This is an optimization exercise on Yosys and OpenROAD, whose aim is small area, a short achievable clock period and few clock cycles, not a production implementation.
The RTL was checked by simulation tests, not by an equivalence proof against the original design.

**run.sh**
```bash
#!/bin/bash
# synth_recipe.tcl (not shown) runs the flow's synth.tcl, then flattens the netlist and writes it again
# the make line also repeats each setting of config.mk as NAME=value (left out here)
make -C /OpenROAD-flow-scripts/flow DESIGN_CONFIG=/design/flow/config.mk WORK_HOME=/design/flow/orfs CLKGATE_MAP_FILE= SYNTH_SCRIPT=/design/flow/synth_recipe.tcl finish
```
**config.mk**
```make
export PLATFORM = sky130hd
export DESIGN_NAME = ray_gen_sequencer
export DESIGN_NICKNAME = ray_gen_sequencer
export VERILOG_FILES = /design/flow/design.v
export SDC_FILE = /design/flow/constraint.sdc
export NUM_CORES = 4
export LEC_CHECK = 0
export CAP_MARGIN = 20
export CORE_MARGIN = 2
export CORE_UTILIZATION = 30
export SLEW_MARGIN = 20
```
**constraint.sdc**
```tcl
create_clock -name core_clock -period 12.0 [get_ports {iClock}]
set_input_delay 2.4000 -clock core_clock [delete_from_list [all_inputs] [get_ports {iClock}]]
set_output_delay 2.4000 -clock core_clock [all_outputs]
set_load 0.01 [all_outputs]
```
**design.v**
```verilog
package rgu_pkg;
  typedef enum logic [2:0] {
    OP_NOP  = 3'd0,
    OP_MUL  = 3'd1,
    OP_SUB  = 3'd2,
    OP_ADD  = 3'd3,
    OP_HALF = 3'd4,
    OP_SQRT = 3'd5,
    OP_PUSH = 3'd6,
    OP_RSVD = 3'd7
  } op_e;
  typedef enum logic [2:0] {
    ST_IDLE,
    ST_FETCH,
    ST_RUN,
    ST_SQRT_WAIT,
    ST_FIFO_STALL
  } state_e;
  function automatic int insnWidth(input int rfAddrW);
    insnWidth = 4 + 3 * rfAddrW;
  endfunction
  function automatic int stopPos(input int rfAddrW);
    stopPos = 3 + 3 * rfAddrW;
  endfunction
  function automatic int opLsb(input int rfAddrW);
    opLsb = 3 * rfAddrW;
  endfunction
  function automatic int dstLsb(input int rfAddrW);
    dstLsb = 2 * rfAddrW;
  endfunction
  function automatic int srcALsb(input int rfAddrW);
    srcALsb = rfAddrW;
  endfunction
  function automatic int maxInt(input int a, input int b);
    maxInt = (a > b) ? a : b;
  endfunction
endpackage
module rgu_isqrt
#(
  parameter int DATA_W = 32,
  parameter int L0     = 4,
  parameter int IPC    = 3
) (
  input  logic                iClock,
  input  logic                iReset_n,
  input  logic                iLoad,
  input  logic [DATA_W-1:0]   iRadicand,
  output logic                oIter,
  output logic                oReady,
  output logic [DATA_W/2-1:0] oRoot
);
  localparam int HALF_W = DATA_W / 2;
  localparam int NCYC   = (HALF_W - L0) / IPC;    
  localparam int CNT_W  = $clog2(NCYC + 1);
  logic [DATA_W-1:0] radReg, ldRad, itRad;
  logic [HALF_W+1:0] remReg, ldRem, itRem;
  logic [HALF_W-1:0] rootReg, ldRoot, itRoot;
  logic [CNT_W-1:0]  cnt;
  logic              iter, ready;
  always_comb begin
    logic [HALF_W+1:0] sh, tr;
    ldRad  = iRadicand;
    ldRem  = '0;
    ldRoot = '0;
    for (int i = 0; i < L0; i++) begin
      sh    = {ldRem[HALF_W-1:0], ldRad[DATA_W-1 -: 2]};
      tr    = {ldRoot, 2'b01};
      ldRad = {ldRad[DATA_W-3:0], 2'b00};
      if (sh >= tr) begin
        ldRem  = sh - tr;
        ldRoot = {ldRoot[HALF_W-2:0], 1'b1};
      end else begin
        ldRem  = sh;
        ldRoot = {ldRoot[HALF_W-2:0], 1'b0};
      end
    end
  end
  always_comb begin
    logic [HALF_W+1:0] sh, tr;
    itRad  = radReg;
    itRem  = remReg;
    itRoot = rootReg;
    for (int i = 0; i < IPC; i++) begin
      sh    = {itRem[HALF_W-1:0], itRad[DATA_W-1 -: 2]};
      tr    = {itRoot, 2'b01};
      itRad = {itRad[DATA_W-3:0], 2'b00};
      if (sh >= tr) begin
        itRem  = sh - tr;
        itRoot = {itRoot[HALF_W-2:0], 1'b1};
      end else begin
        itRem  = sh;
        itRoot = {itRoot[HALF_W-2:0], 1'b0};
      end
    end
  end
  always_ff @(posedge iClock or negedge iReset_n) begin
    if (!iReset_n) begin
      iter  <= 1'b0;
      ready <= 1'b0;
      cnt   <= '0;
    end else if (iLoad) begin
      iter  <= 1'b1;
      ready <= 1'b0;
      cnt   <= CNT_W'(NCYC - 1);
    end else if (iter) begin
      cnt <= cnt - 1'b1;
      if (cnt == '0) begin
        iter  <= 1'b0;
        ready <= 1'b1;
      end
    end
  end
  always_ff @(posedge iClock) begin
    if (iLoad) begin
      radReg  <= ldRad;
      remReg  <= ldRem;
      rootReg <= ldRoot;
    end else if (iter) begin
      radReg  <= itRad;
      remReg  <= itRem;
      rootReg <= itRoot;
    end
  end
  assign oIter  = iter;
  assign oReady = ready;
  assign oRoot  = rootReg;
endmodule
module ray_gen_sequencer
#(
  parameter  int DATA_W    = 32,
  parameter  int SCALE     = 16,
  parameter  int RF_ADDR_W = 5,
  parameter  int IP_W      = 6,
  parameter  int INSN_W    = rgu_pkg::insnWidth(RF_ADDR_W),
  localparam int HOST_AW   = rgu_pkg::maxInt(IP_W, RF_ADDR_W),
  localparam int HOST_DW   = rgu_pkg::maxInt(DATA_W, INSN_W)
) (
  input  logic               iClock,
  input  logic               iReset_n,
  input  logic               iStart,
  output logic               oBusy,
  output logic               oDone,
  input  logic               iFifoFull,
  output logic               oFifoPush,
  output logic [DATA_W-1:0]  oFifoData,
  input  logic               iHostSelect,
  input  logic               iHostWrite,
  input  logic               iHostInsn,
  input  logic [HOST_AW-1:0] iHostAddr,
  input  logic [HOST_DW-1:0] iHostData,
  output logic [HOST_DW-1:0] oHostData
);
  localparam int HALF_W   = DATA_W / 2;
  localparam int STOP_POS = rgu_pkg::stopPos(RF_ADDR_W);
  localparam int OP_LSB   = rgu_pkg::opLsb(RF_ADDR_W);
  localparam int DST_LSB  = rgu_pkg::dstLsb(RF_ADDR_W);
  localparam int SRCA_LSB = rgu_pkg::srcALsb(RF_ADDR_W);
  localparam int RA       = RF_ADDR_W;
  logic [INSN_W-1:0] imem [2**IP_W];
  logic [DATA_W-1:0] rf   [2**RF_ADDR_W];
  logic            busy;
  logic [IP_W-1:0] ip;                      
  logic            hostWe, startNow;
  assign hostWe   = !busy && iHostSelect && iHostWrite;
  assign startNow = !busy && iStart;
  logic              vR;
  logic [INSN_W-1:0] insnR;
  logic [2:0]        opR;
  logic [RA-1:0]     dstR, saR, sbR;
  logic              lastR, usesAR, usesBR, wrR, mulR, sqrtR, pushR;
  assign opR   = insnR[OP_LSB +: 3];
  assign dstR  = insnR[DST_LSB +: RA];
  assign saR   = insnR[SRCA_LSB +: RA];
  assign sbR   = insnR[0 +: RA];
  assign lastR = insnR[STOP_POS] || (ip == '0);
  assign mulR  = (opR == rgu_pkg::OP_MUL);
  assign sqrtR = (opR == rgu_pkg::OP_SQRT);
  assign pushR = (opR == rgu_pkg::OP_PUSH);
  assign wrR   = (opR == rgu_pkg::OP_MUL) || (opR == rgu_pkg::OP_SUB) ||
                 (opR == rgu_pkg::OP_ADD) || (opR == rgu_pkg::OP_HALF);
  assign usesBR = (opR == rgu_pkg::OP_MUL) || (opR == rgu_pkg::OP_SUB) ||
                  (opR == rgu_pkg::OP_ADD);
  assign usesAR = wrR || sqrtR || pushR;
  logic              v1, mul1, sqrt1, push1, alu1, sub1, half1;
  logic [RA-1:0]     dst1;
  logic [DATA_W-1:0] opA1, opB1, aluRes1;
  logic signed [DATA_W+HALF_W:0] pLo1;
  logic              v2;
  logic [RA-1:0]     dst2;
  logic [DATA_W-1:0] a2, c2, res2;
  logic [HALF_W-1:0] bh2;
  logic              sqLoad, sqIter, sqReady, uPend, hPend, sqWr, xfer;
  logic [RA-1:0]     uDst, hDst;
  logic [HALF_W-1:0] sqRoot, hRoot;
  rgu_isqrt #(.DATA_W(DATA_W)) uIsqrt (
    .iClock    (iClock),
    .iReset_n  (iReset_n),
    .iLoad     (sqLoad),
    .iRadicand (opA1),
    .oIter     (sqIter),
    .oReady    (sqReady),
    .oRoot     (sqRoot)
  );
  logic stall1, stallR, issue, hzA1, hzSq, hzUnit, hzHold;
  logic cancelU, cancelH, cancelLd;
  logic readA1, readB1, readAU, readBU;
  assign readA1 = usesAR && (saR == dst1);
  assign readB1 = usesBR && (sbR == dst1);
  assign readAU = usesAR && (saR == uDst);
  assign readBU = usesBR && (sbR == uDst);
  assign stall1 = v1 && push1 && iFifoFull;
  assign hzA1   = v1 && (mul1 || sqrt1) && (readA1 || readB1);
  assign hzSq   = uPend && sqIter && (readAU || readBU);
  assign hzUnit = sqrtR && ((v1 && sqrt1) || (uPend && !xfer));
  assign hzHold = uPend && sqReady && hPend && v2;
  assign stallR = stall1 || hzA1 || hzSq || hzUnit || hzHold;
  assign issue  = vR && !stallR;
  assign cancelU  = issue && (wrR || sqrtR) && (dstR == uDst);
  assign cancelH  = issue && (wrR || sqrtR) && (dstR == hDst);
  assign cancelLd = issue && (wrR || sqrtR) && (dstR == dst1);
  assign sqLoad = v1 && sqrt1;
  assign sqWr   = hPend && !v2;
  assign xfer   = uPend && sqReady && (!hPend || sqWr);
  logic [RA-1:0]     rfAddrA;
  logic [IP_W-1:0]   imAddr;
  logic [DATA_W-1:0] rfA, rfB, opA, opB;
  logic [INSN_W-1:0] imRd;
  assign rfAddrA = busy ? saR : iHostAddr[RA-1:0];
  assign imAddr  = busy ? ip  : iHostAddr[IP_W-1:0];
  assign rfA     = rf[rfAddrA];
  assign rfB     = rf[sbR];
  assign imRd    = imem[imAddr];
  always_comb begin
    oHostData = '0;
    if (iHostInsn) oHostData[INSN_W-1:0] = imRd;
    else           oHostData[DATA_W-1:0] = rfA;
  end
  logic f1A, f1B, f2A, f2B, fsA, fsB;
  assign f1A = v1 && alu1 && (saR == dst1);
  assign f1B = v1 && alu1 && (sbR == dst1);
  assign f2A = v2 && (saR == dst2);
  assign f2B = v2 && (sbR == dst2);
  logic fuA, fuB;
  assign fsA = hPend && (saR == hDst);
  assign fsB = hPend && (sbR == hDst);
  assign fuA = uPend && sqReady && (saR == uDst);
  assign fuB = uPend && sqReady && (sbR == uDst);
  always_comb begin
    opA = rfA;
    opB = rfB;
    if (fsA) opA = {{(DATA_W-HALF_W){1'b0}}, hRoot};
    if (fsB) opB = {{(DATA_W-HALF_W){1'b0}}, hRoot};
    if (fuA) opA = {{(DATA_W-HALF_W){1'b0}}, sqRoot};
    if (fuB) opB = {{(DATA_W-HALF_W){1'b0}}, sqRoot};
    if (f1A) opA = aluRes1;
    if (f1B) opB = aluRes1;
    if (f2A && !f1A) opA = res2;
    if (f2B && !f1B) opB = res2;
  end
  always_comb begin
    if (half1)     aluRes1 = {opA1[DATA_W-1], opA1[DATA_W-1:1]};
    else if (sub1) aluRes1 = opA1 - opB1;
    else           aluRes1 = opA1 + opB1;
  end
  assign pLo1 = $signed(opA1) * $signed({1'b0, opB1[HALF_W-1:0]});
  assign res2 = DATA_W'($signed(a2) * $signed(bh2)) + c2;
  logic vRn, v1n, v2n, uPendN, hPendN, doneNext;
  assign vRn     = startNow || (vR && !(issue && lastR));
  assign v1n     = issue || stall1;
  assign v2n     = v1 && !stall1 && (alu1 || mul1);
  assign uPendN  = sqLoad ? !cancelLd : (uPend && !cancelU && !xfer);
  assign hPendN  = xfer ? !cancelU : (hPend && !cancelH && !sqWr);
  assign doneNext = busy && !(vRn || v1n || v2n || uPendN || hPendN);
  always_ff @(posedge iClock or negedge iReset_n) begin
    if (!iReset_n) begin
      busy   <= 1'b0;
      oDone  <= 1'b0;
      ip     <= '0;
      vR     <= 1'b0;
      v1     <= 1'b0;
      v2     <= 1'b0;
      uPend  <= 1'b0;
      hPend  <= 1'b0;
    end else begin
      busy   <= startNow || (busy && !doneNext);
      oDone  <= doneNext;
      vR     <= vRn;
      v1     <= v1n;
      v2     <= v2n;
      uPend  <= uPendN;
      hPend  <= hPendN;
      if (startNow)                ip <= IP_W'(1);
      else if (issue && !lastR)    ip <= ip + 1'b1;
    end
  end
  always_ff @(posedge iClock) begin
    if (startNow)
      insnR <= (hostWe && iHostInsn && (iHostAddr[IP_W-1:0] == '0))
               ? iHostData[INSN_W-1:0] : imem[0];
    else if (issue && !lastR)
      insnR <= imRd;
    if (!stall1) begin
      opA1  <= opA;
      opB1  <= opB;
      dst1  <= dstR;
      mul1  <= mulR;
      sqrt1 <= sqrtR;
      push1 <= pushR;
      alu1  <= (opR == rgu_pkg::OP_SUB) || (opR == rgu_pkg::OP_ADD) ||
               (opR == rgu_pkg::OP_HALF);
      sub1  <= (opR == rgu_pkg::OP_SUB);
      half1 <= (opR == rgu_pkg::OP_HALF);
    end
    dst2 <= dst1;
    a2   <= mul1 ? opA1 : '0;
    bh2  <= opB1[DATA_W-1 -: HALF_W];
    c2   <= mul1 ? DATA_W'(pLo1 >>> SCALE) : aluRes1;
    if (sqLoad) uDst <= dst1;
    if (xfer) begin
      hDst  <= uDst;
      hRoot <= sqRoot;
    end
  end
  logic              rfWe;
  logic [RA-1:0]     rfWaddr;
  logic [DATA_W-1:0] rfWdata;
  always_comb begin
    if (!busy) begin
      rfWe    = hostWe && !iHostInsn;
      rfWaddr = iHostAddr[RA-1:0];
      rfWdata = iHostData[DATA_W-1:0];
    end else begin
      rfWe    = v2 || sqWr;
      rfWaddr = v2 ? dst2 : hDst;
      rfWdata = v2 ? res2 : {{(DATA_W-HALF_W){1'b0}}, hRoot};
    end
  end
  always_ff @(posedge iClock) begin
    if (hostWe && iHostInsn) imem[iHostAddr[IP_W-1:0]] <= iHostData[INSN_W-1:0];
    if (rfWe) rf[rfWaddr] <= rfWdata;
  end
  assign oBusy     = busy;
  assign oFifoPush = v1 && push1 && !iFifoFull;
  assign oFifoData = opA1;
endmodule
```
==> flow_metrics.tcl, run 1 <==
set metrics [dict create \
    cts_buffers 235 \
    rows 253 \
    final-hold-violation-count 0 \
    synthCells 9999 \
    path_delay_family "buffers and inverters" \
    multiInputGateArea_sq_um 62600 \
    rr_worst_depth 32 \
    path_max_fanout 23 \
    synth-seq-cells 2524 \
    yosys_warnings 2 \
    clock_skew_ns 0.0977 \
    cts_hold_buf 0 \
    gr-usage-all-layers_pct 17.5 \
    period_minus_slack_ns 10.32 \
    fill_cells 45400 \
    syn2layout_area_growth_pct 12.3 \
    cts_root_buf "clkbuf_16" \
    synth_edf_count 2416 \
    hold_depth 2 \
    crit_chain "clkdlybuf4s50_1, nor2b_1, a21oi_4, buf_4, buf_4, mux4_2, and2_1, a211oi_1, a311oi_1, a211oi_1, a21oi_1, inv_1, mux2i_1, clkdlybuf4s50_1" \
    drive_above_1_share_pct 17.5 \
    avgSynthCellArea_sq_um 14.3 \
    crit_slowest_cell "clkdlybuf4s50_1" \
    antenna_found_initial 15 \
    grt.overflow.total 0 \
    post-route-util_pct 33.8 \
    syn-cell-area_sq_um 143000 \
    post_drt_wl_per_cell_microns 25.9 \
    fp.dieH_microns 693 \
    period_share_pct 86.0 \
    status "complete, no violations" \
    cts_setup_buffers 0 \
    final_common_cell "edfxtp_1" \
    min_path_type "reg -> reg" \
    finalInstanceArea_sq_um 160000 \
    layout.cells.non_filler 16500 \
    place_hpwl_microns 275000 \
    drtIter0Drc 9170 \
    placed_cell_area_sq_um 152000 \
    coreArea_sq_um 474000 \
    post-place-cells 16100 \
    drv_slew 0 \
    crit_path_end_kind "primary output" \
    tns_ns 0 \
    path_buf_inv 5 \
    synth_cell_types 84 \
    grt_pass1_vias 88300 \
    clockBufferDepth 4 \
    finish.net_count 11200 \
    synth-main-ff-cell "edfxtp_1" \
    critPathLaunchType "input pin" \
    grt_first_pass_wirelength_microns 622000 \
    maxCapViolCount 0 \
    setup_viol 0 \
    crit_required_ns 9.60 \
    grt_max_degree 114 \
    max_freq_ghz 0.0969 \
    tightest_slew_ns 1.13 \
    clkSinkCount 2524 \
    wirelength_microns 428000 \
    clk_pin_slew_ns 0.06 \
    boundaryPins 112 \
    vias 86900 \
    ys_seq_area_share_pct 52.5 \
    ant_nets 0 \
    htreeDepth 4 \
    final-seq-area_sq_um 74800 \
    clkLatencyLatePin_ns 0.94 \
    dieArea_sq_um 481000 \
    vias_per_cell 5.27 \
    cp.arrival_ns 7.92 \
    globalplace.congestion 0.876 \
    async_flop_share_pct 0.713 \
    grt_setup_unrepaired "false" \
    drc 0 \
    slowest_delay_ns 0.69 \
    ctsResizeCount 0 \
    final_cell_mix "edfxtp_1, nand2_1, inv_1, mux4_2, fa_1" \
    first_pass_iters 6 \
    max-slew-margin-rel_pct 24.8 \
    initial_utilization_pct 30.1 \
    die_w_microns 693 \
    criticalPathCategory "in -> out" \
    portBuffers 111 \
    cts_tree "yes" \
    worst-path-stages 14 \
]
state kept, by name, summed over array words and instances (netlist names), 3 cells and up, named ones only:
register and cells:
a2 32, bh2 16, c2 32, dst1 5
dst2 5, hDst 5, hRoot 16, imem 1216
insnR 19, ip 6, opA1 32, opB1 32
rf 1024, uDst 5, uIsqrt.cnt 3, uIsqrt.radReg 24
uIsqrt.remReg 16, uIsqrt.rootReg 16
final timing paths:
check	startpoint	endpoint	slack, ns
setup reg to reg	uIsqrt.rootReg[7]$_SDFFCE_PP0P_	uIsqrt.remReg[10]$_DFFE_PP_	2.64
hold reg to reg	uIsqrt.radReg[20]$_DFFE_PP_	uIsqrt.radReg[26]$_DFFE_PP_	0.45
setup / recovery	iHostAddr[1]	oHostData[16]	1.68
max in group asynchronous	iReset_n	busy$_DFF_PN0_	9.22
hold / removal	uIsqrt.radReg[20]$_DFFE_PP_	uIsqrt.radReg[26]$_DFFE_PP_	0.45
min in group asynchronous	iReset_n	v1$_DFF_PN0_	2.04
synth_stat cells, types with 15 or more instances:
cell,n,area (sq um)
edfxtp_1,2416,72500
nand2_1,1275,4790
inv_1,967,3630
mux4_2,880,19800
fa_1,817,16400
clkbuf_1,466,1750
and2_1,413,2580
nor2_1,354,1330
ha_1,314,3930
a21oi_1,254,1270
o21ai_0,198,991
xnor2_1,164,1440
a211oi_1,120,901
nand3_1,118,591
buf_1,99,372
mux2i_1,99,991
xor2_1,95,832
dfxtp_1,90,1800
a31oi_1,89,557
a311oi_1,72,631
a21o_1,61,458
and3_1,53,332
nor3_1,51,255
nor2b_1,50,313
buf_2,45,225
mux2_2,42,473
nand2b_1,36,225
o211ai_1,34,255
o21a_1,26,195
o21bai_1,23,173
o22ai_1,23,144
dfrtp_1,18,450
o31ai_1,18,135
nor4_1,17,106
nand4_1,16,100
or3_1,15,93.8
kinds of logic (layout without fill, tap and decap cells):
logic type / after synthesis / in the layout / synth area share, %
flip-flops: 2524 / 2524 / 52.5
AND/OR/NAND/NOR: 2456 / 2456 / 7.86
buffers and inverters: 1582 / 1819 / 4.22
adder cells (fa/ha/maj): 1131 / 1131 / 14.2
AO/OA/AOI/OAI: 1024 / 1024 / 4.66
multiplexers: 1021 / 1021 / 14.9
XOR/XNOR: 260 / 260 / 1.60
other: 1 / 8 / 0.00263
per-layer routing:
metal / global-route usage [%] / wire length, microns / part of all wire (%)
met5: 0 / 26 / 0.0061
met4: 7.96 / 22400 / 5.2
met3: 2.68 / 32700 / 7.6
met2: 29.3 / 207000 / 48
met1: 22.3 / 165000 / 39
per-stage QoR:
stage	worst slack (ns)	hold WS [ns]
after floorplan	3.97	0.368
after global placement	1.74	0.422
after detailed placement	1.75	0.430
after CTS	1.74	0.443
after global routing	1.57	0.451
final	1.68	0.448
layout make-up:
cell class / count / share of cell area (%)
antenna: 6 / 0.00938
clock buffer: 269 / 3.83
clock inverter: 160 / 0.926
inverter: 969 / 2.27
multi-input combinational: 5894 / 39.1
sequential: 2524 / 46.7
tap: 6247 / 4.88
timing repair buffer: 421 / 2.23
tightest hold or removal path, cell delays in order, from the launching register on:
cell	delay (ns)
edfxtp_1	0.32
nand2_1	0.04
nand2_1	0.05
Testbench counts, summed over its fixed seeds: cycles 13,896.
==> run 2, diff against run 1 <==
--- a/design.v
+++ b/design.v
@@ -46,6 +46,7 @@
   input  logic                iLoad,
   input  logic [DATA_W-1:0]   iRadicand,
   output logic                oIter,
+  output logic                oLast,
   output logic                oReady,
   output logic [DATA_W/2-1:0] oRoot
 );
@@ -122,6 +123,7 @@
     end
   end
   assign oIter  = iter;
+  assign oLast  = iter && (cnt == '0);
   assign oReady = ready;
   assign oRoot  = rootReg;
 endmodule
@@ -189,7 +191,7 @@
   logic [RA-1:0]     dst2;
   logic [DATA_W-1:0] a2, c2, res2;
   logic [HALF_W-1:0] bh2;
-  logic              sqLoad, sqIter, sqReady, uPend, hPend, sqWr, xfer;
+  logic              sqLoad, sqIter, sqLast, sqReady, uPend, hPend, sqWr, xfer;
   logic [RA-1:0]     uDst, hDst;
   logic [HALF_W-1:0] sqRoot, hRoot;
   rgu_isqrt #(.DATA_W(DATA_W)) uIsqrt (
@@ -198,6 +200,7 @@
     .iLoad     (sqLoad),
     .iRadicand (opA1),
     .oIter     (sqIter),
+    .oLast     (sqLast),
     .oReady    (sqReady),
     .oRoot     (sqRoot)
   );
@@ -211,7 +214,7 @@
   assign stall1 = v1 && push1 && iFifoFull;
   assign hzA1   = v1 && (mul1 || sqrt1) && (readA1 || readB1);
   assign hzSq   = uPend && sqIter && (readAU || readBU);
-  assign hzUnit = sqrtR && ((v1 && sqrt1) || (uPend && !xfer));
+  assign hzUnit = sqrtR && ((v1 && sqrt1) || (uPend && !xfer && !(sqLast && !hPend)));
   assign hzHold = uPend && sqReady && hPend && v2;
   assign stallR = stall1 || hzA1 || hzSq || hzUnit || hzHold;
   assign issue  = vR && !stallR;
@@ -227,9 +230,17 @@
   logic [INSN_W-1:0] imRd;
   assign rfAddrA = busy ? saR : iHostAddr[RA-1:0];
   assign imAddr  = busy ? ip  : iHostAddr[IP_W-1:0];
-  assign rfA     = rf[rfAddrA];
-  assign rfB     = rf[sbR];
-  assign imRd    = imem[imAddr];
+  always_comb begin
+    rfA  = '0;
+    rfB  = '0;
+    imRd = '0;
+    for (int i = 0; i < 2**RF_ADDR_W; i++) begin
+      rfA = rfA | (rf[i] & {DATA_W{rfAddrA == RA'(i)}});
+      rfB = rfB | (rf[i] & {DATA_W{sbR == RA'(i)}});
+    end
+    for (int i = 0; i < 2**IP_W; i++)
+      imRd = imRd | (imem[i] & {INSN_W{imAddr == IP_W'(i)}});
+  end
   always_comb begin
     oHostData = '0;
     if (iHostInsn) oHostData[INSN_W-1:0] = imRd;
--- a/config.mk
+++ b/config.mk
@@ -8,4 +8,5 @@
 export CAP_MARGIN = 20
 export CORE_MARGIN = 2
 export CORE_UTILIZATION = 30
+export SETUP_SLACK_MARGIN = 4.5
 export SLEW_MARGIN = 20
==> run 2 against run 1 <==
  * Still clean
  * Final area increased by 1.0%
  * Fmax grew 29%
  * Hold slack worse by 0.013 ns
  * Count of clock-buffer cells in the layout up 21
  * Area after synthesis is 5.7% lower
  * Die area is 5.6% lower
  * Synthesized cell count grew 4.5%
  * Setup slack better by 2.3 ns
  * Critical path depth decreased by 1
  * Register-to-register slack gained 1.9 ns
  * Largest cell class unchanged
  * Highest routed layer unchanged
==> flow_metrics.tcl, run 2 <==
set metrics [dict create \
    r2r_end "opA1[20]$_DFFE_PN_" \
    max_freq_ghz 0.125 \
    synth_area_leaders "edfxtp_1, fa_1, a22oi_1" \
    boundaryPins 112 \
    fin_ws_ns 4.02 \
    grt.overflow.total 0 \
    setup_viol 0 \
    wirelength_microns 599000 \
    final_common_cell "edfxtp_1" \
    antenna_found_initial 42 \
    rows 245 \
    globalplace.congestion 0.967 \
    finish.net_count 12200 \
    r2r_slack_ns 4.59 \
    ys_seq_area_share_pct 55.6 \
    r2r-start "bh2[5]$_DFF_P_" \
    avgSynthCellArea_sq_um 12.9 \
    syn2layout_area_growth_pct 20.3 \
    hold_path_end "bh2[5]$_DFF_P_" \
    slowest_delay_ns 0.64 \
    initial_utilization_pct 30.2 \
    criticalPathCategory "in -> out" \
    drv_slew 0 \
    status "complete, no violations" \
    coreArea_sq_um 446000 \
    grt_pass1_vias 99500 \
    synth-main-ff-cell "edfxtp_1" \
    placed_cell_area_sq_um 146000 \
    cp.arrival_ns 5.58 \
    period_minus_slack_ns 7.98 \
    clockBufferDepth 4 \
    synth_top_cell_area_share_pct 54.0 \
    critPathLaunchType "input pin" \
    grt_setup_unrepaired "true" \
    synthCells 10500 \
    clkLatencyLatePin_ns 1.02 \
    hold_depth 0 \
    period_share_pct 66.5 \
    cts_tree "yes" \
    fp.dieH_microns 673 \
    rr_worst_depth 23 \
    place_hpwl_microns 360000 \
    htreeDepth 4 \
    largest_reg_flops 1216 \
    async_flop_share_pct 0.715 \
    first_pass_iters 15 \
    syn-cell-area_sq_um 134000 \
    final_cell_mix "edfxtp_1, nand2_1, inv_1, fa_1, a22oi_1" \
    post_drt_wl_per_cell_microns 34.8 \
    synth-seq-cells 2519 \
    crit_required_ns 9.60 \
    vias 106000 \
    tightest_slew_ns 1.31 \
    clock_skew_ns 0.0937 \
    min_path_type "reg -> reg" \
    finalInstanceArea_sq_um 162000 \
    path_buf_inv 6 \
    grt_first_pass_wirelength_microns 807000 \
    crit_slowest_cell "or4_4" \
    clkSinkCount 2519 \
    crit_path_end_kind "primary output" \
    path_delay_family "simple AND/OR/NAND/NOR gates" \
    maxCapViolCount 0 \
    drtIter0Drc 22500 \
    cts_buffers 249 \
    final-hold-violation-count 0 \
    yosysMostFrequentCell "edfxtp_1" \
    whs_ns 0.435 \
    drive_above_1_share_pct 17.5 \
    path_max_fanout 8 \
    drc 0 \
    tns_ns 0 \
    fill_cells 42500 \
    synthTopCellsByCount "edfxtp_1, nand2_1, inv_1" \
    vias_per_cell 6.18 \
    dieArea_sq_um 453000 \
    max-slew-margin-rel_pct 12.2 \
    portBuffers 111 \
    post-route-util_pct 36.3 \
    yosysTopAreaCell "edfxtp_1" \
    crit_chain "buf_12, nor3b_4, a31oi_4, buf_6, buf_12, nor3_2, clkbuf_16, buf_4, a221oi_2, nand4_1, or4_4, mux2_4, buf_6" \
    synth_cell_types 93 \
    clk_pin_slew_ns 0.07 \
    place_ws_ns 1.72 \
    ant_nets 0 \
    hold_start "opB1[21]$_DFFE_PN_" \
    grt_max_degree 79 \
    yosys_warnings 2 \
    synth_edf_count 2416 \
    cts_root_buf "clkbuf_16" \
    die_w_microns 673 \
    gr-usage-all-layers_pct 25.3 \
]
run 2: changes by cell type after synthesis, moves of 94 or more:
cell and delta:
a211oi_1 -94, a221oi_1 +370, a22o_1 +422, a22oi_1 +802, mux4_2 -880, nand2_1 -321, nand4_1 +217
run 2: area by class of cell:
type / count / area, sq um / area share (%)
Sequential cell: 2519 / 74800 / 46.2
Multi-Input combinational cell: 6400 / 58400 / 36.1
Timing Repair Buffer: 919 / 9290 / 5.74
Tap cell: 5928 / 7420 / 4.59
Clock buffer: 290 / 6470 / 4.00
Inverter: 955 / 3590 / 2.22
Clock inverter: 168 / 1790 / 1.10
Antenna cell: 31 / 77.6 / 0.0480
run 2: kinds of logic (layout without fill, tap and decap cells):
| family | after synthesis | in the layout | synth area share (%) |
|---|---|---|---|
| AND/OR/NAND/NOR | 2498 | 2501 | 8.90 |
| XOR/XNOR | 266 | 266 | 1.73 |
| AO/OA/AOI/OAI | 2383 | 2389 | 13.5 |
| adder cells (fa/ha/maj) | 1131 | 1131 | 15.1 |
| buffers and inverters | 1541 | 2332 | 4.33 |
| other | 1 | 33 | 0.00279 |
| flip-flops | 2519 | 2519 | 55.6 |
| multiplexers | 111 | 111 | 0.863 |
run 2: worst max path at each step:
stage	to	slack, ns	startpoint	cells after the start
finish	oHostData[10]	4.02	iHostAddr[0]	13
global route	oHostData[6]	4.08	iHostAddr[0]	13
CTS	oHostData[6]	4.21	iHostAddr[0]	13
detailed placement	oHostData[18]	1.72	iHostAddr[1]	11
global placement	oHostData[18]	1.81	iHostAddr[1]	11
floorplan	rf[0][31]$_DFFE_PP_	4.54	bh2[2]$_DFF_P_	23
run 2: what timing repair did:
item                       CTS  global route
hold buffers                 0             0
setup endpoints to repair  641           314
setup buffers              276            75
pin swaps                  155            95
cloned                      20            10
resized for setup          826           229
run 2: per-stage QoR:
step                      instances
after floorplan               10500
after global placement        16300
after detailed placement      16300
after CTS                     17100
after global routing          17200
final                         17200
run 2: routing by layer:
metal / part of all wire, % / global-route usage (%) / wire, microns / vias up
met4: 8.2 / 14.3 / 48900 / 54
li1: - / - / - / 40100
met2: 41 / 36.6 / 244000 / 10500
met1: 35 / 31.8 / 208000 / 52700
met5: 0.20 / 0.872 / 1210 / -
met3: 16 / 10.4 / 96700 / 2978
Testbench counts of run 2, summed over its fixed seeds: cycles 13,688.
==> run 3, diff against run 2 <==
--- a/design.v
+++ b/design.v
@@ -53,7 +53,9 @@
   localparam int HALF_W = DATA_W / 2;
   localparam int NCYC   = (HALF_W - L0) / IPC;    
   localparam int CNT_W  = $clog2(NCYC + 1);
-  logic [DATA_W-1:0] radReg, ldRad, itRad;
+  localparam int RAD_W  = DATA_W - 2 * L0;         
+  logic [DATA_W-1:0] ldRad;
+  logic [RAD_W-1:0]  radReg, itRad;
   logic [HALF_W+1:0] remReg, ldRem, itRem;
   logic [HALF_W-1:0] rootReg, ldRoot, itRoot;
   logic [CNT_W-1:0]  cnt;
@@ -82,9 +84,9 @@
     itRem  = remReg;
     itRoot = rootReg;
     for (int i = 0; i < IPC; i++) begin
-      sh    = {itRem[HALF_W-1:0], itRad[DATA_W-1 -: 2]};
+      sh    = {itRem[HALF_W-1:0], itRad[RAD_W-1 -: 2]};
       tr    = {itRoot, 2'b01};
-      itRad = {itRad[DATA_W-3:0], 2'b00};
+      itRad = {itRad[RAD_W-3:0], 2'b00};
       if (sh >= tr) begin
         itRem  = sh - tr;
         itRoot = {itRoot[HALF_W-2:0], 1'b1};
@@ -112,15 +114,10 @@
     end
   end
   always_ff @(posedge iClock) begin
-    if (iLoad) begin
-      radReg  <= ldRad;
-      remReg  <= ldRem;
-      rootReg <= ldRoot;
-    end else if (iter) begin
-      radReg  <= itRad;
-      remReg  <= itRem;
-      rootReg <= itRoot;
-    end
+    radReg <= iLoad ? ldRad[DATA_W-1 -: RAD_W] : itRad;
+    remReg <= iLoad ? ldRem : itRem;
+    if (iLoad)     rootReg <= ldRoot;
+    else if (iter) rootReg <= itRoot;
   end
   assign oIter  = iter;
   assign oLast  = iter && (cnt == '0);
@@ -186,11 +183,11 @@
   logic              v1, mul1, sqrt1, push1, alu1, sub1, half1;
   logic [RA-1:0]     dst1;
   logic [DATA_W-1:0] opA1, opB1, aluRes1;
-  logic signed [DATA_W+HALF_W:0] pLo1;
+  logic [DATA_W+HALF_W-1:0] pLo1;
   logic              v2;
   logic [RA-1:0]     dst2;
   logic [DATA_W-1:0] a2, c2, res2;
-  logic [HALF_W-1:0] bh2;
+  logic [HALF_W:0]   bh2;
   logic              sqLoad, sqIter, sqLast, sqReady, uPend, hPend, sqWr, xfer;
   logic [RA-1:0]     uDst, hDst;
   logic [HALF_W-1:0] sqRoot, hRoot;
@@ -224,28 +221,30 @@
   assign sqLoad = v1 && sqrt1;
   assign sqWr   = hPend && !v2;
   assign xfer   = uPend && sqReady && (!hPend || sqWr);
-  logic [RA-1:0]     rfAddrA;
-  logic [IP_W-1:0]   imAddr;
   logic [DATA_W-1:0] rfA, rfB, opA, opB;
   logic [INSN_W-1:0] imRd;
-  assign rfAddrA = busy ? saR : iHostAddr[RA-1:0];
-  assign imAddr  = busy ? ip  : iHostAddr[IP_W-1:0];
+  logic [2**RF_ADDR_W-1:0] selA, selB;
+  logic [2**IP_W-1:0]      selI;
   always_comb begin
+    for (int i = 0; i < 2**RF_ADDR_W; i++) begin
+      selA[i] = busy ? (saR == RA'(i))
+                     : (!iHostInsn && (iHostAddr[RA-1:0] == RA'(i)));
+      selB[i] = (sbR == RA'(i));
+    end
+    for (int i = 0; i < 2**IP_W; i++)
+      selI[i] = busy ? (ip == IP_W'(i))
+                     : (iHostInsn && (iHostAddr[IP_W-1:0] == IP_W'(i)));
     rfA  = '0;
     rfB  = '0;
     imRd = '0;
     for (int i = 0; i < 2**RF_ADDR_W; i++) begin
-      rfA = rfA | (rf[i] & {DATA_W{rfAddrA == RA'(i)}});
-      rfB = rfB | (rf[i] & {DATA_W{sbR == RA'(i)}});
+      rfA = rfA | (rf[i] & {DATA_W{selA[i]}});
+      rfB = rfB | (rf[i] & {DATA_W{selB[i]}});
     end
     for (int i = 0; i < 2**IP_W; i++)
-      imRd = imRd | (imem[i] & {INSN_W{imAddr == IP_W'(i)}});
-  end
-  always_comb begin
-    oHostData = '0;
-    if (iHostInsn) oHostData[INSN_W-1:0] = imRd;
-    else           oHostData[DATA_W-1:0] = rfA;
+      imRd = imRd | (imem[i] & {INSN_W{selI[i]}});
   end
+  assign oHostData = HOST_DW'(rfA) | HOST_DW'(imRd);
   logic f1A, f1B, f2A, f2B, fsA, fsB;
   assign f1A = v1 && alu1 && (saR == dst1);
   assign f1B = v1 && alu1 && (sbR == dst1);
@@ -273,8 +272,35 @@
     else if (sub1) aluRes1 = opA1 - opB1;
     else           aluRes1 = opA1 + opB1;
   end
-  assign pLo1 = $signed(opA1) * $signed({1'b0, opB1[HALF_W-1:0]});
-  assign res2 = DATA_W'($signed(a2) * $signed(bh2)) + c2;
+  always_comb begin
+    logic [HALF_W:0]          bb;
+    logic [DATA_W:0]          m;
+    logic                     neg, one, two;
+    bb   = {opB1[HALF_W-1:0], 1'b0};
+    pLo1 = '0;
+    for (int i = 0; i < HALF_W/2; i++) begin
+      neg  = bb[2*i+2];
+      one  = bb[2*i+1] ^ bb[2*i];
+      two  = (bb[2*i+2] & ~bb[2*i+1] & ~bb[2*i]) | (~bb[2*i+2] & bb[2*i+1] & bb[2*i]);
+      m    = one ? {opA1[DATA_W-1], opA1} : (two ? {opA1, 1'b0} : '0);
+      m    = m ^ {(DATA_W+1){neg}};
+      pLo1 = pLo1 + ((DATA_W+HALF_W)'($signed(m)) << (2*i))
+                  + ((DATA_W+HALF_W)'(neg) << (2*i));
+    end
+  end
+  always_comb begin
+    logic [DATA_W-1:0] m;
+    logic              neg, one, two;
+    res2 = c2;
+    for (int i = 0; i < HALF_W/2; i++) begin
+      neg  = bh2[2*i+2];
+      one  = bh2[2*i+1] ^ bh2[2*i];
+      two  = (bh2[2*i+2] & ~bh2[2*i+1] & ~bh2[2*i]) | (~bh2[2*i+2] & bh2[2*i+1] & bh2[2*i]);
+      m    = one ? a2 : (two ? {a2[DATA_W-2:0], 1'b0} : '0);
+      m    = m ^ {DATA_W{neg}};
+      res2 = res2 + (m << (2*i)) + (DATA_W'(neg) << (2*i));
+    end
+  end
   logic vRn, v1n, v2n, uPendN, hPendN, doneNext;
   assign vRn     = startNow || (vR && !(issue && lastR));
   assign v1n     = issue || stall1;
@@ -312,20 +338,20 @@
       insnR <= imRd;
     if (!stall1) begin
       opA1  <= opA;
-      opB1  <= opB;
-      dst1  <= dstR;
       mul1  <= mulR;
       sqrt1 <= sqrtR;
       push1 <= pushR;
       alu1  <= (opR == rgu_pkg::OP_SUB) || (opR == rgu_pkg::OP_ADD) ||
                (opR == rgu_pkg::OP_HALF);
-      sub1  <= (opR == rgu_pkg::OP_SUB);
-      half1 <= (opR == rgu_pkg::OP_HALF);
     end
+    opB1  <= opB;
+    dst1  <= dstR;
+    sub1  <= (opR == rgu_pkg::OP_SUB);
+    half1 <= (opR == rgu_pkg::OP_HALF);
     dst2 <= dst1;
-    a2   <= mul1 ? opA1 : '0;
-    bh2  <= opB1[DATA_W-1 -: HALF_W];
-    c2   <= mul1 ? DATA_W'(pLo1 >>> SCALE) : aluRes1;
+    a2   <= opA1;
+    bh2  <= mul1 ? opB1[DATA_W-1 -: HALF_W+1] : '0;
+    c2   <= mul1 ? pLo1[SCALE +: DATA_W] : aluRes1;
     if (sqLoad) uDst <= dst1;
     if (xfer) begin
       hDst  <= uDst;
--- a/config.mk
+++ b/config.mk
@@ -7,6 +7,8 @@
 export LEC_CHECK = 0
 export CAP_MARGIN = 20
 export CORE_MARGIN = 2
-export CORE_UTILIZATION = 30
-export SETUP_SLACK_MARGIN = 4.5
+export CORE_UTILIZATION = 50
+export CTS_CLUSTER_DIAMETER = 60
+export CTS_CLUSTER_SIZE = 30
+export SETUP_SLACK_MARGIN = 4.6
 export SLEW_MARGIN = 20
==> run 3 against run 2 <==
  * Setup slack gained 0.20 ns
  * Flip-flop and latch count up 1
  * Utilization increased by 24 points
  * Final area is 1.5% lower
  * Critical path depth is 1 lower
  * Die area fell by 40%
  * Area after synthesis down 0.39%
  * Critical path type unchanged
  * Critical endpoint unchanged
==> flow_metrics.tcl, run 3 <==
set metrics [dict create \
    drv_slew 0 \
    path_delay_family "simple AND/OR/NAND/NOR gates" \
    grt_pass1_vias 106000 \
    final_common_cell "edfxtp_1" \
    worst_path_most_repeated_cell "buf_6" \
    vias_per_cell 7.49 \
    synth_area_leaders "edfxtp_1, fa_1, a22oi_1" \
    path_buf_inv 4 \
    first_pass_iters 10 \
    post-place-cells 14500 \
    max_freq_ghz 0.129 \
    status "complete, no violations" \
    synth-main-ff-cell "edfxtp_1" \
    ant_nets 0 \
    fin_ws_ns 4.22 \
    coreArea_sq_um 266000 \
    drive_above_1_share_pct 18.2 \
    portBuffers 111 \
    grt.overflow.total 0 \
    crit_chain "buf_12, nor2_2, nand3_4, buf_6, o22ai_2, buf_6, a22o_1, a221oi_2, nand4_1, or4_4, or2_4, buf_6" \
    worst-path-stages 12 \
    final_cell_mix "edfxtp_1, a22oi_1, nand2_1, nor2_1, buf_4" \
    avgSynthCellArea_sq_um 11.9 \
    boundaryPins 112 \
    yosysMostFrequentCell "edfxtp_1" \
    place_hpwl_microns 361000 \
    yosys_warnings 2 \
    grt_setup_unrepaired "true" \
    clkSinkCount 2520 \
    syn2layout_area_growth_pct 18.9 \
    dieArea_sq_um 272000 \
    placed_cell_area_sq_um 142000 \
    finalInstanceArea_sq_um 159000 \
    syn-cell-area_sq_um 134000 \
    die_w_microns 521 \
    cts_tree "yes" \
    finish.net_count 12500 \
    tightest_slew_ns 1.36 \
    synthCells 11300 \
    grt_max_degree 111 \
    async_flop_share_pct 0.714 \
    vias 116000 \
    wirelength_microns 643000 \
    clockBufferDepth 4 \
    rows 189 \
    largest_reg_flops 1216 \
    clkLatencyLatePin_ns 0.95 \
    tns_ns 0 \
    htreeDepth 4 \
    path_max_fanout 19 \
    antenna_found_initial 45 \
    cts_hold_buf 0 \
    synth-seq-cells 2520 \
    drc 0 \
    hold_depth 2 \
    ys_seq_area_share_pct 55.2 \
    synth_top_cell_area_share_pct 52.4 \
    crit_slowest_cell "or4_4" \
    grt_first_pass_wirelength_microns 856000 \
    period_minus_slack_ns 7.78 \
    final-hold-violation-count 0 \
    clk_pin_slew_ns 0.10 \
    synth_edf_count 2337 \
    clock_skew_ns 0.163 \
    setup_viol 0 \
    crit_path_end_kind "primary output" \
    place_ws_ns 2.07 \
    fp.dieH_microns 521 \
    drtIter0Drc 22800 \
    globalplace.congestion 0.995 \
    period_share_pct 64.8 \
    cts_root_buf "clkbuf_16" \
    max-slew-margin-rel_pct 8.35 \
    yosysTopAreaCell "edfxtp_1" \
    crit_required_ns 9.60 \
    fill_cells 20600 \
    initial_utilization_pct 50.4 \
    criticalPathCategory "in -> out" \
    slowest_delay_ns 0.70 \
    maxCapViolCount 0 \
    post_drt_wl_per_cell_microns 41.6 \
    critPathLaunchType "input pin" \
    synth_cell_types 100 \
    cp.arrival_ns 5.38 \
    rr_worst_depth 24 \
    layout.cells.non_filler 15500 \
    gr-usage-all-layers_pct 45.3 \
    min_path_type "reg -> reg" \
    cts_buffers 179 \
    synthTopCellsByCount "edfxtp_1, a22oi_1, nand2_1" \
]
[run 3: cell count changes after synthesis, sizes merged, moves of 120 or more]
cell	change
a21oi	+145
xnor2	+224
inv	-451
mux2i	+167
a22oi	+120
fa	-430
maj3	+152
and2	-316
clkbuf	+211
o21ai	+344
nor2	+438
o22ai	+126
[run 3: worst min-delay path, delay by kind of cell (launching register included)]
family,cells,cell delay (ns)
AND/OR/NAND/NOR,2,0.10
flip-flops,1,0.30
[run 3: path summary, 6_finish.rpt]
path / from / slack, ns / end
min: uIsqrt.radReg[9]$_DFF_P_ / 0.34 / uIsqrt.radReg[15]$_DFF_P_
max: iHostAddr[4] / 4.22 / oHostData[10]
min in group asynchronous: iReset_n / 1.47 / ip[4]$_DFFE_PN0P_
min reg2reg: uIsqrt.radReg[9]$_DFF_P_ / 0.34 / uIsqrt.radReg[15]$_DFF_P_
max in group asynchronous: iReset_n / 10.01 / v2$_DFF_PN0_
max reg2reg: opB1[4]$_DFF_P_ / 4.73 / c2[24]$_DFF_P_
[run 3: stage by stage]
stage | util [%] | hold slack, ns
after CTS | 58.8 | 0.349
after global routing | 59.9 | 0.369
final | 59.9 | 0.340
after global placement | 53.1 | 0.393
after detailed placement | 53.3 | 0.395
after floorplan | - | 0.399
[run 3: layer usage]
metal,GRT usage (%),vias to the layer above,share of wire [%]
li1,-,44000,-
met1,56.4,56500,33
met2,63.6,11800,40
met3,19.7,3443,17
met4,30.5,46,9.2
met5,1.02,-,0.23
[run 3: kinds of logic after synthesis]
kind of cell	after synthesis	share of synthesized area (%)
compound gates	3260	17.4
simple gates	2564	8.68
fa+ha+maj	819	9.54
flops	2520	55.2
other cells	1	0.00280
buf+inv	1361	3.85
xor+xnor	509	3.33
mux	261	1.97
[run 3: timing repair]
item	CTS	global route
pin swaps	190	124
setup endpoints to repair	651	469
cloned	27	11
gates resized for setup	843	277
setup buffers	432	117
hold endpoints to repair	0	0
[run 3: cell type report]
cell class | count | area [sq um] | share of cell area, %
Clock inverter | 138 | 1870 | 1.17
Inverter | 505 | 1930 | 1.21
Timing Repair Buffer | 1125 | 12500 | 7.87
Clock buffer | 186 | 4550 | 2.86
Antenna cell | 37 | 92.6 | 0.0581
Timing Repair inverter | 1 | 7.51 | 0.00471
Tap cell | 3533 | 4420 | 2.78
Sequential cell | 2520 | 74000 | 46.5
Multi-Input combinational cell | 7420 | 59900 | 37.6
Testbench counts of run 3, summed over its fixed seeds: cycles 13,688.
==> run 4, diff against run 3 <==
--- a/config.mk
+++ b/config.mk
@@ -5,10 +5,11 @@
 export SDC_FILE = /design/flow/constraint.sdc
 export NUM_CORES = 4
 export LEC_CHECK = 0
+export ABC_AREA = 1
 export CAP_MARGIN = 20
 export CORE_MARGIN = 2
 export CORE_UTILIZATION = 50
 export CTS_CLUSTER_DIAMETER = 60
-export CTS_CLUSTER_SIZE = 30
-export SETUP_SLACK_MARGIN = 4.6
+export CTS_CLUSTER_SIZE = 25
+export SETUP_SLACK_MARGIN = 4.35
 export SLEW_MARGIN = 20
==> run 4 against run 3 <==
  * Cell count rose by 10%
  * Still clean on timing, DRC and antenna
  * Global-route usage fell by 3.8 points
  * Critical path depth grew 3
  * Non-clock buffer count is 101 lower
  * Register-to-register slack lost 0.23 ns
  * Count of clock-buffer cells in the layout up 21
  * Area after synthesis shrank 1.1%
==> flow_metrics.tcl, run 4 <==
set metrics [dict create \
    clkLatencyLatePin_ns 0.96 \
    gr-usage-all-layers_pct 41.6 \
    synth_top_family_by_area "simple AND/OR/NAND/NOR gates" \
    avgSynthCellArea_sq_um 10.5 \
    grt.overflow.total 0 \
    synth_top_cell_area_share_pct 53.0 \
    tns_ns 0 \
    hold_depth 2 \
    place_hpwl_microns 379000 \
    crit_required_ns 9.60 \
    clk_pin_slew_ns 0.05 \
    final_cell_mix "nand2_1, edfxtp_1, inv_1, buf_4, o21ai_0" \
    fin_ws_ns 4.00 \
    dieArea_sq_um 269000 \
    first_pass_iters 7 \
    ys_seq_area_share_pct 55.8 \
    fp.dieH_microns 519 \
    criticalPathCategory "in -> out" \
    drc 0 \
    cp.arrival_ns 5.60 \
    initial_utilization_pct 50.4 \
    synth_area_leaders "edfxtp_1, nand2_1, fa_1" \
    synth_cell_types 75 \
    status "complete, no violations" \
    vias_per_cell 6.46 \
    clockBufferDepth 4 \
    drive_above_1_share_pct 15.1 \
    final_common_cell "nand2_1" \
    place_ws_ns 1.13 \
    yosysTopAreaCell "edfxtp_1" \
    synth.mux.area_fraction_pct 0.0227 \
    r2r_end "c2[29]$_DFF_P_" \
    yosysMostFrequentCell "nand2_1" \
    cts_hold_buf 0 \
    maxCapViolCount 0 \
    synthTopCellsByCount "nand2_1, edfxtp_1, inv_1" \
    post-route-util_pct 59.1 \
    critPathLaunchType "input pin" \
    grt_pass1_vias 103000 \
    min_path_type "reg -> reg" \
    synth_fa_ha_area_share_pct 8.49 \
    vias 110000 \
    boundaryPins 112 \
    htreeDepth 4 \
    grt_setup_unrepaired "true" \
    period_share_pct 66.7 \
    syn-cell-area_sq_um 132000 \
    rr_worst_depth 27 \
    synth-main-ff-cell "edfxtp_1" \
    final-hold-violation-count 0 \
    clkSinkCount 2520 \
    globalplace.congestion 1.03 \
    grt_first_pass_wirelength_microns 793000 \
    synthXorXnorAreaFrac_pct 4.16 \
    async_flop_share_pct 0.714 \
    synth_edf_count 2337 \
    r2r-start "opB1[3]$_DFF_P_" \
    setup_viol 0 \
    coreArea_sq_um 263000 \
    synth_simple_gate_area_share_pct 13.6 \
    layout.cells.non_filler 17000 \
    finish.net_count 14000 \
    r2r_slack_ns 4.50 \
    cts_buffers 188 \
    synth-seq-cells 2520 \
    portBuffers 111 \
    antenna_found_initial 37 \
    die_w_microns 519 \
    clock_skew_ns 0.123 \
    cts_root_buf "clkbuf_16" \
    grt_max_degree 70 \
    synth-compound-area-share_pct 12.0 \
    yosys_warnings 2 \
    max-slew-margin-rel_pct 11.6 \
    cts_tree "yes" \
    post_drt_wl_per_cell_microns 33.7 \
    syn2layout_area_growth_pct 17.3 \
    rows 188 \
    hold_path_end "uIsqrt.radReg[17]$_DFF_P_" \
    drv_slew 0 \
    tightest_slew_ns 1.31 \
    drtIter0Drc 18000 \
    hold_start "uIsqrt.radReg[11]$_DFF_P_" \
    ant_nets 0 \
    crit_path_end_kind "primary output" \
    period_minus_slack_ns 8.00 \
    max_freq_ghz 0.125 \
    largest_reg_flops 1216 \
    post-place-cells 16200 \
    synthCells 12700 \
    path_max_fanout 5 \
    wirelength_microns 574000 \
]
-- run 4: cell types whose count changed in the layout (fill, tap and decap cells not counted), sizes merged, moves of 239 or more --
cell   before   now
o22ai     138   407
xnor2     397    76
nand3     120   441
nor2      866   511
mux2i     242     3
inv       564  1448
xor2      112   551
a22oi     925    49
nand2     886  2881
a22o      404   136
-- run 4: routing by layer --
| layer | part of all wire [%] | GRT usage (%) |
|---|---|---|
| met5 | 0.063 | 0.480 |
| met2 | 42 | 59.8 |
| met1 | 37 | 55.8 |
| met4 | 6.4 | 22.0 |
| met3 | 14 | 13.7 |
-- run 4: timing repair --
| item | in CTS | in global routing |
|---|---|---|
| endpoints found under the setup margin | 570 | 381 |
| gates cloned | 11 | 5 |
| hold endpoints to repair | 0 | 0 |
| setup buffers | 322 | 97 |
| pin swaps | 168 | 125 |
| gates resized for setup | 865 | 238 |
-- run 4: cell families (layout without fill, tap and decap cells) --
family / count (synthesis) / count (layout)
buffers and inverters: 2055 / 2872
adder cells (fa/ha/maj): 667 / 667
flip-flops: 2520 / 2520
AND/OR/NAND/NOR: 4339 / 4342
AO/OA/AOI/OAI: 2457 / 2458
other: 1 / 24
multiplexers: 3 / 3
XOR/XNOR: 627 / 627
-- run 4: area by class of cell --
| type | instances | area [sq um] |
|---|---|---|
| Antenna cell | 22 | 55.1 |
| Clock buffer | 207 | 4940 |
| Clock inverter | 142 | 1830 |
| Fill cell | 22100 | 108000 |
| Inverter | 1492 | 5970 |
| Multi-Input combinational cell | 8099 | 54700 |
| Sequential cell | 2520 | 73900 |
| Tap cell | 3515 | 4400 |
| Timing Repair Buffer | 1024 | 9470 |
| Timing Repair inverter | 7 | 50.0 |
-- run 4: critical path, cell delays in order --
cell	delay (ns)
buf_12	0.12
clkinv_8	0.04
buf_4	0.12
nand2_1	0.08
nor2_2	0.24
clkinvlp_4	0.16
buf_4	0.20
o22ai_4	0.29
inv_1	0.19
buf_4	0.25
o211ai_1	0.76
nor4_2	0.13
buf_6	0.21
nand2_2	0.11
dlygate4sd2_1	0.27
-- run 4: worst max-delay path by stage --
stage                            startpoint                  end  slack, ns
after global placement         iHostAddr[3]         oHostData[8]       0.95
after CTS                         iHostInsn         oHostData[8]       4.14
after floorplan           bh2[4]$_SDFF_PN0_  rf[0][23]$_DFFE_PP_       4.47
after global routing           iHostAddr[3]         oHostData[1]       4.00
final                             iHostInsn        oHostData[18]       4.00
after detailed placement       iHostAddr[3]         oHostData[4]       1.13
-- run 4: stage by stage --
step / area (sq um) / hold slack, ns
finish: 155000 / 0.428
global route: 155000 / 0.441
CTS: 153000 / 0.427
detailed placement: 140000 / 0.415
global placement: 140000 / 0.408
floorplan: 132000 / 0.373
==> run 5, diff against run 4 <==
--- a/design.v
+++ b/design.v
@@ -222,29 +222,39 @@
   assign sqWr   = hPend && !v2;
   assign xfer   = uPend && sqReady && (!hPend || sqWr);
   logic [DATA_W-1:0] rfA, rfB, opA, opB;
-  logic [INSN_W-1:0] imRd;
+  logic [INSN_W-1:0] imE, imO, w0, w1;
   logic [2**RF_ADDR_W-1:0] selA, selB;
-  logic [2**IP_W-1:0]      selI;
+  logic [2**(IP_W-1)-1:0]  selE, selO;
+  logic [IP_W-1:0]         ipNext1;
   always_comb begin
     for (int i = 0; i < 2**RF_ADDR_W; i++) begin
       selA[i] = busy ? (saR == RA'(i))
                      : (!iHostInsn && (iHostAddr[RA-1:0] == RA'(i)));
       selB[i] = (sbR == RA'(i));
     end
-    for (int i = 0; i < 2**IP_W; i++)
-      selI[i] = busy ? (ip == IP_W'(i))
-                     : (iHostInsn && (iHostAddr[IP_W-1:0] == IP_W'(i)));
+    ipNext1 = ip + 1'b1;
+    for (int j = 0; j < 2**(IP_W-1); j++) begin
+      selE[j] = busy ? (ipNext1[IP_W-1:1] == (IP_W-1)'(j))
+                     : (iHostInsn && !iHostAddr[0] && (iHostAddr[IP_W-1:1] == (IP_W-1)'(j)));
+      selO[j] = busy ? (ip[IP_W-1:1] == (IP_W-1)'(j))
+                     : (iHostInsn && iHostAddr[0] && (iHostAddr[IP_W-1:1] == (IP_W-1)'(j)));
+    end
     rfA  = '0;
     rfB  = '0;
-    imRd = '0;
+    imE  = '0;
+    imO  = '0;
     for (int i = 0; i < 2**RF_ADDR_W; i++) begin
       rfA = rfA | (rf[i] & {DATA_W{selA[i]}});
       rfB = rfB | (rf[i] & {DATA_W{selB[i]}});
     end
-    for (int i = 0; i < 2**IP_W; i++)
-      imRd = imRd | (imem[i] & {INSN_W{selI[i]}});
+    for (int j = 0; j < 2**(IP_W-1); j++) begin
+      imE = imE | (imem[2*j]   & {INSN_W{selE[j]}});
+      imO = imO | (imem[2*j+1] & {INSN_W{selO[j]}});
+    end
   end
-  assign oHostData = HOST_DW'(rfA) | HOST_DW'(imRd);
+  assign oHostData = HOST_DW'(rfA) | HOST_DW'(imE) | HOST_DW'(imO);
+  assign w0 = ip[0] ? imO : imE;
+  assign w1 = ip[0] ? imE : imO;
   logic f1A, f1B, f2A, f2B, fsA, fsB;
   assign f1A = v1 && alu1 && (saR == dst1);
   assign f1B = v1 && alu1 && (sbR == dst1);
@@ -302,7 +312,11 @@
     end
   end
   logic vRn, v1n, v2n, uPendN, hPendN, doneNext;
-  assign vRn     = startNow || (vR && !(issue && lastR));
+  logic nop0, skip0, endAt0;
+  assign nop0   = (w0[OP_LSB +: 3] == rgu_pkg::OP_NOP) || (w0[OP_LSB +: 3] == rgu_pkg::OP_RSVD);
+  assign endAt0 = nop0 && (w0[STOP_POS] || (ip == '1));
+  assign skip0  = nop0 && !endAt0;
+  assign vRn     = startNow || (vR && !(issue && (lastR || endAt0)));
   assign v1n     = issue || stall1;
   assign v2n     = v1 && !stall1 && (alu1 || mul1);
   assign uPendN  = sqLoad ? !cancelLd : (uPend && !cancelU && !xfer);
@@ -327,7 +341,7 @@
       uPend  <= uPendN;
       hPend  <= hPendN;
       if (startNow)                ip <= IP_W'(1);
-      else if (issue && !lastR)    ip <= ip + 1'b1;
+      else if (issue && !lastR)    ip <= skip0 ? ip + 2'd2 : ip + 1'b1;
     end
   end
   always_ff @(posedge iClock) begin
@@ -335,7 +349,7 @@
       insnR <= (hostWe && iHostInsn && (iHostAddr[IP_W-1:0] == '0))
                ? iHostData[INSN_W-1:0] : imem[0];
     else if (issue && !lastR)
-      insnR <= imRd;
+      insnR <= skip0 ? w1 : w0;
     if (!stall1) begin
       opA1  <= opA;
       mul1  <= mulR;
==> run 5 against run 4 <==
  * Hold slack gained 0.0076 ns
  * Utilization fell by 1.4 points
  * Count of clock-buffer cells in the layout decreased by 8
  * Setup slack better by 0.15 ns
  * Critical endpoint is now oHostData[16]
==> flow_metrics.tcl, run 5 <==
set metrics [dict create \
    rows 190 \
    cp.arrival_ns 5.46 \
    vias 112000 \
    async_flop_share_pct 0.714 \
    grt.overflow.total 0 \
    synthCells 13000 \
    gr-usage-all-layers_pct 41.5 \
    clockBufferDepth 4 \
    clock_skew_ns 0.0888 \
    drv_slew 0 \
    globalplace.congestion 1.04 \
    cts_tree "yes" \
    yosys_warnings 2 \
    fin_ws_ns 4.14 \
    drtIter0Drc 19000 \
    cts_hold_buf 0 \
    yosysMostFrequentCell "nand2_1" \
    period_minus_slack_ns 7.86 \
    clkLatencyLatePin_ns 0.94 \
    cts_buffers 185 \
    final-hold-violation-count 0 \
    synth_cell_types 76 \
    grt_max_degree 79 \
    synth-seq-cells 2520 \
    boundaryPins 112 \
    drive_above_1_share_pct 12.8 \
    wirelength_microns 581000 \
    final_cell_mix "nand2_1, edfxtp_1, inv_1, o21ai_0, buf_4" \
    grt_setup_unrepaired "true" \
    yosysTopAreaCell "edfxtp_1" \
    synth_top_cell_area_share_pct 52.3 \
    avgSynthCellArea_sq_um 10.3 \
    crit_required_ns 9.60 \
    largest_reg_flops 1216 \
    min_path_type "reg -> reg" \
    setup_viol 0 \
    synth-main-ff-cell "edfxtp_1" \
    vias_per_cell 6.52 \
    ant_nets 0 \
    criticalPathCategory "in -> out" \
    htreeDepth 4 \
    final_common_cell "nand2_1" \
    clkSinkCount 2520 \
    cts_root_buf "clkbuf_16" \
    first_pass_iters 9 \
    status "complete, no violations" \
    synthTopCellsByCount "nand2_1, edfxtp_1, inv_1" \
    antenna_found_initial 55 \
    ys_seq_area_share_pct 55.0 \
    finish.net_count 14200 \
    initial_utilization_pct 50.2 \
    critPathLaunchType "input pin" \
    coreArea_sq_um 268000 \
    maxCapViolCount 0 \
    syn-cell-area_sq_um 134000 \
    dieArea_sq_um 273000 \
    tns_ns 0 \
    tightest_slew_ns 1.37 \
    clk_pin_slew_ns 0.08 \
    syn2layout_area_growth_pct 14.9 \
    fp.dieH_microns 522 \
    max-slew-margin-rel_pct 8.38 \
    crit_path_end_kind "primary output" \
    grt_pass1_vias 105000 \
    max_freq_ghz 0.127 \
    grt_first_pass_wirelength_microns 797000 \
    die_w_microns 522 \
    portBuffers 111 \
    synth_area_leaders "edfxtp_1, nand2_1, fa_1" \
    synth_edf_count 2337 \
    place_hpwl_microns 376000 \
    place_ws_ns 1.27 \
    drc 0 \
    post_drt_wl_per_cell_microns 33.8 \
    path_max_fanout 21 \
    period_share_pct 65.5 \
]
-- run 5: kinds of logic after synthesis --
family                     share of synthesized area, %
and+or+nand+nor                                    13.8
AOI/OAI and AO/OA                                  12.4
DFF                                                55.0
buffers and inverters                              6.20
adders and majority gates                          8.41
xor gates and xnor gates                           4.17
muxes                                            0.0447
other                                           0.00279
-- run 5: layout make-up --
type,count,area [sq um]
flip-flops and latches,2520,74000
fillers,22700,113000
well taps,3552,4440
repair buffers,870,7910
clock buffers,199,4730
clock inverters,131,1590
inverters,1608,6340
multi-input cells,8303,55300
diodes,18,45.0
repair inverters,5,36.3
-- run 5: final timing paths --
| check | startpoint | slack, ns | to | cells after the start |
|---|---|---|---|---|
| max in group asynchronous | iReset_n | 9.78 | ip[4]$_DFFE_PN0P_ | 2 |
| setup reg to reg | opB1[7]$_DFF_P_ | 4.59 | c2[24]$_DFF_P_ | 25 |
| hold reg to reg | uIsqrt.radReg[3]$_SDFF_PN0_ | 0.44 | uIsqrt.radReg[9]$_DFF_P_ | 2 |
| min in group asynchronous | iReset_n | 1.88 | uIsqrt.cnt[2]$_DFFE_PN0P_ | 2 |
| setup / recovery | iHostAddr[2] | 4.14 | oHostData[16] | 16 |
| hold / removal | uIsqrt.radReg[3]$_SDFF_PN0_ | 0.44 | uIsqrt.radReg[9]$_DFF_P_ | 2 |
-- run 5: repair_timing --
item                                   CTS  global route
setup endpoints to repair              404           386
gates resized for setup                598           179
pin swaps                              131            83
buffers inserted                       246            64
gates cloned                             8             3
endpoints found under the hold margin    0             0
-- run 5: routing by layer --
layer	vias up	global-route usage [%]	part of all wire, %
met5	-	0	0.062
met4	48	27.6	8.2
met3	2030	12.6	14
met2	8734	61.0	42
met1	54900	53.1	36
li1	46500	-	-
-- run 5: per-stage QoR --
| step | utilization, % | instance area [sq um] | instances | hold WS [ns] |
|---|---|---|---|---|
| floorplan | - | 134000 | 13000 | 0.385 |
| global placement | 53.0 | 142000 | 16500 | 0.413 |
| detailed placement | 53.1 | 142000 | 16500 | 0.420 |
| CTS | 57.1 | 153000 | 17100 | 0.426 |
| global route | 57.6 | 154000 | 17200 | 0.439 |
| finish | 57.7 | 154000 | 17200 | 0.436 |
-- run 5: worst max-delay path, stage by stage --
cell             delay, ns
buf_4                 0.15
inv_2                 0.05
nand2_1               0.16
nor3_2                0.09
buf_4                 0.17
a22oi_2               0.20
buf_6                 0.15
inv_1                 0.04
buf_6                 0.20
a21o_1                0.24
a221oi_2              0.51
nand4_1               0.27
buf_6                 0.23
nor2_1                0.10
nand2_1               0.15
clkdlybuf4s15_2       0.26
Testbench counts of run 5, summed over its fixed seeds: cycles 13,488.

afterwards: timing with drivers on the ports:
The results above use ideal ports. As a check the final layouts listed here were re-extracted and re-timed, cells and wires unchanged.
Step 1, drivers: a clkbuf_16 drives iClock and a buf_2 each remaining input, both assumed.
Step 2, shift: input delay + t, output delay - t, t = (earliest + latest rising clock arrival at the registers) / 2. This alone moves slack from input paths to output paths.
Slacks: ideal / step 1 / step 2; pairs: ideal / step 1.
run | shift t [ns] | setup WS [ns] | worst slew at a driven data input, ns | pins driven straight from the clock port
run 1 | 1.006 | 1.679 / 1.580 / 1.580 | 0.24 | 1
run 2 | 1.062 | 4.020 / 3.791 / 3.791 | 0.34 | 1
run 3 | 0.968 | 4.224 / 3.900 / 3.900 | 0.35 | 1
run 4 | 0.994 | 3.997 / 3.910 / 3.910 | 0.20 | 1
run 5 | 1.004 | 4.142 / 3.887 / 3.887 | 0.30 | 1
After both steps setup and hold are still met in every run listed. The setup slack of run 3, which loses most, moves by -0.324 ns with the drivers and by -0.324 ns with both steps.
